This design comes from an exercise in tuning for small area, a short achievable clock period and few clock cycles per item on the open sky130 flow, not from production work.
The RTL was checked by simulation tests, not by an equivalence proof against the original design.

==> flow/design.v (excerpt) <==
module scheduled_led_soft_ramp_dimmer_core (
  input  logic                clk_i,
  input  logic                rst_ni,
  input  logic                cfg_we_i,
  input  logic [CfgIdxW-1:0]  cfg_idx_i,
  input  logic [CfgDataW-1:0] cfg_wdata_i,
  input  logic                in_valid_i,
  output logic                in_ready_o,
  input  logic [20:0]         in_data_i,
  output logic                out_valid_o,
  input  logic                out_ready_i,
  output logic [65:0]         out_data_o
);
  logic [2:0][9:0] tgt_q;
  logic [16:0]     wstart_q, wstop_q;
  logic            smooth_q;
  logic [9:0]      dv_q;      
  logic [9:0]      step_q;
  always_ff @(posedge clk_i or negedge rst_ni) begin
    if (!rst_ni) begin
      tgt_q    <= '0;
      wstart_q <= '0;
      wstop_q  <= '0;
      smooth_q <= 1'b0;
      dv_q     <= DivisorReset;
      step_q   <= StepReset;
    end else if (cfg_we_i) begin
      case (cfg_idx_i)
        3'd0: tgt_q[0] <= cfg_wdata_i[9:0];
        3'd1: tgt_q[1] <= cfg_wdata_i[9:0];
        3'd2: tgt_q[2] <= cfg_wdata_i[9:0];
        3'd3: wstart_q <= cfg_wdata_i;
        3'd4: wstop_q  <= cfg_wdata_i;
        3'd5: smooth_q <= cfg_wdata_i[0];
        3'd6: dv_q     <= (cfg_wdata_i[9:0] == 10'd0) ? 10'd1 : cfg_wdata_i[9:0];
        default: step_q <= cfg_wdata_i[9:0];
      endcase
    end
  end
  logic       wr_div, wr_step;
  logic [2:0] wr_tgt;
  assign wr_div  = cfg_we_i && (cfg_idx_i == 3'd6);
  assign wr_step = cfg_we_i && (cfg_idx_i == 3'd7);
  assign wr_tgt  = {cfg_we_i && (cfg_idx_i == 3'd2),
                    cfg_we_i && (cfg_idx_i == 3'd1),
                    cfg_we_i && (cfg_idx_i == 3'd0)};
  logic [20:0] e0_q, e1_q;
  logic [1:0]  cnt_q;
  logic        take, adv1, adv2, go;
  logic        pv1_q, pv2_q;
  logic [3:0]  p1_q;        
  logic [12:0] hh1_q;       
  logic [11:0] ms1_q;       
  logic [4:0]  p2_q;        
  logic [16:0] now_sec;
  assign now_sec = {hh1_q, 4'd0} + {5'd0, ms1_q};
  assign in_ready_o = !cnt_q[1];
  ...
clock: 10.0 ns
lec_check: 0
cap_margin: 20
core_margin: 2
core_utilization: 40
setup_slack_margin: 5
slew_margin: 20
run.sh (not shown) runs the stock make flow with config.mk's settings and CLKGATE_MAP_FILE= SYNTH_SCRIPT=/design/flow/synth_recipe.tcl, a recipe that flattens the netlist after the stock synthesis.
Testbench counts at the start, summed over its fixed seeds: cycles 4,607, items 3,822.
Edit:
--- a/flow/design.v
+++ b/flow/design.v
@@ -306,12 +306,13 @@
     end
   end
   logic             run_q, oen_q;
   logic [2:0][9:0]  cur_q, dst_q, app_q;
   logic [2:0][10:0] per_q;
   logic [2:0]       done_q, mv_q;
+  logic [2:0]       tz_q, tz_d;    
   logic             run_d, oen_d;
   logic [2:0][9:0]  cur_d, dst_d, app_d;
   logic [2:0][10:0] per_d;
   logic [2:0]       done_d, mv_d;
   logic [2:0]       t_valid, t_inval, t_upd;
   logic             t_ld0;
@@ -333,32 +334,37 @@
       cur_nz[i]   = cur_q[i] != 10'd0;
       up_sum[i]   = cur_q[i] + step_q;
       up_gap[i]   = {2'b0, cur_q[i]} + {2'b0, step_q} - {2'b0, dst_q[i]};
       up_clamp[i] = !up_gap[i][11];
       dn_dif[i]   = cur_q[i] - step_q;
       dn_zero[i]  = cur_q[i] <= step_q;
-      t_v[i]      = (powered_q && at_dst[i]) ? tgt_q[i] : cur_q[i];
+      t_v[i]      = tz_q[i] ? 10'd0 : (powered_q && at_dst[i]) ? tgt_q[i] : cur_q[i];
     end
   end
   assign done_up = done_q | (h_mask & up_clamp);
   assign done_dn = done_q & ~(h_mask & dn_zero);
   assign fin_up  = &done_up;
   assign fin_dn  = ~|done_dn;
-  assign stall = h_func && run_q && ((h_mask & mv_q & ~(t_valid & {3{svalid_q}})) != 3'b0);
+  logic [2:0] need, need_tz;
+  assign need    = (h_func && run_q) ? (h_mask & mv_q) : 3'b0;
+  assign need_tz = pv2_q ? (need & tz_q) : 3'b0;
+  assign stall   = (need & ~(t_valid & ~tz_q & {3{svalid_q}})) != 3'b0;
   assign go    = pv2_q && (!out_valid_o || out_ready_i) && !stall;
   always_comb begin
     powered_d = powered_q;
     run_d     = run_q;
     oen_d     = oen_q;
     cur_d     = cur_q;
     dst_d     = dst_q;
     app_d     = app_q;
     per_d     = per_q;
     done_d    = done_q;
     mv_d      = mv_q;
-    t_inval   = {3{wr_div}} | wr_tgt;
+    t_inval   = {3{wr_div}} | wr_tgt | need_tz;
+    tz_d      = tz_q & ~need_tz;
+    if (wr_div) tz_d = {3{!powered_q}};
     t_ld0     = 1'b0;
     t_upd     = '0;
     if (go) begin
       if (!h_func) begin
         if (h_win && !powered_q) begin
           powered_d = 1'b1;
@@ -369,17 +375,19 @@
               done_d[i] = 1'b0;
               dst_d[i]  = tgt_q[i];
             end
             mv_d  = tgt_nz;
             run_d = 1'b1;
             t_ld0 = 1'b1;
+            tz_d  = '0;
           end else begin
             run_d   = 1'b0;
             app_d   = tgt_q;
             oen_d   = 1'b1;
-            t_inval = t_inval | at_dst;
+            t_inval = t_inval | at_dst | tz_q;
+            tz_d    = '0;
           end
         end else if (!h_win && powered_q) begin
           powered_d = 1'b0;
           if (smooth_q) begin
             for (int i = 0; i < 3; i++) begin
               if (at_dst[i]) cur_d[i] = tgt_q[i];
@@ -440,30 +448,32 @@
       cur_q     <= '0;
       dst_q     <= '0;
       app_q     <= '0;
       per_q     <= {3{StartPeriod}};
       done_q    <= '0;
       mv_q      <= '0;
+      tz_q      <= '0;
     end else begin
       powered_q <= powered_d;
       run_q     <= run_d;
       oen_q     <= oen_d;
       cur_q     <= cur_d;
       dst_q     <= dst_d;
       app_q     <= app_d;
       per_q     <= per_d;
       done_q    <= done_d;
       mv_q      <= mv_d;
+      tz_q      <= tz_d;
     end
   end
   for (genvar i = 0; i < 3; i++) begin : g_trk
     sld_tracker u_trk (
       .clk_i     (clk_i),
       .rst_ni    (rst_ni),
       .inval_i   (t_inval[i]),
-      .ld0_i     (t_ld0),
+      .ld0_i     (t_ld0 && (!tz_q[i] || d_gt430)),
       .v_i       (t_v[i]),
       .d_i       (dv_q),
       .d_gt430_i (d_gt430),
       .upd_i     (t_upd[i]),
       .up_i      (powered_q),
       .opa_i     (sa_q),
The changed run finished clean.
Wire length rose by 2.4%.
Core utilization goes up by 0.15 points.
First-iteration DRC count came out higher by 4.9%.
Cell area climbs by 0.49%.
Global-route usage came out higher by 0.56 points.
Via count climbs by 2.2%.
Critical path depth falls by 4.
Clock skew increases by 0.011 ns.
Worst hold slack barely changes.
Testbench counts after the change, summed over its fixed seeds: cycles 4,547, items 3,822.

what the ideal ports hide:
Ports are ideal in the flow. The routed layouts listed here were re-timed in OpenROAD.
Step 1 sets driving cells, clkbuf_16 on the clock port and buf_2 on the other inputs (assumed; they add their load-dependent delay and slew).
Step 2 times the ports against the registers' clock, not the clock port: input delays grow and output delays shrink by t, the midpoint of the rising clock arrivals with the driver on.
a / b / c = ideal ports / drivers / drivers and shift; a / b = the first two.
run	t (ns)	setup slack, ns	hold slack, ns	clock arrival spread, ns	worst slew at a driven data input, ns
the first run	0.680	5.138 / 5.138 / 4.677	0.418 / 0.418 / 0.418	0.026 / 0.026	0.17
the second run	0.677	5.164 / 5.197 / 4.523	0.417 / 0.417 / 0.417	0.037 / 0.037	0.05
After both steps every run listed still meets setup and hold. The setup slack of the second run, which loses most, moves by +0.033 ns with the drivers and by -0.641 ns with both steps.
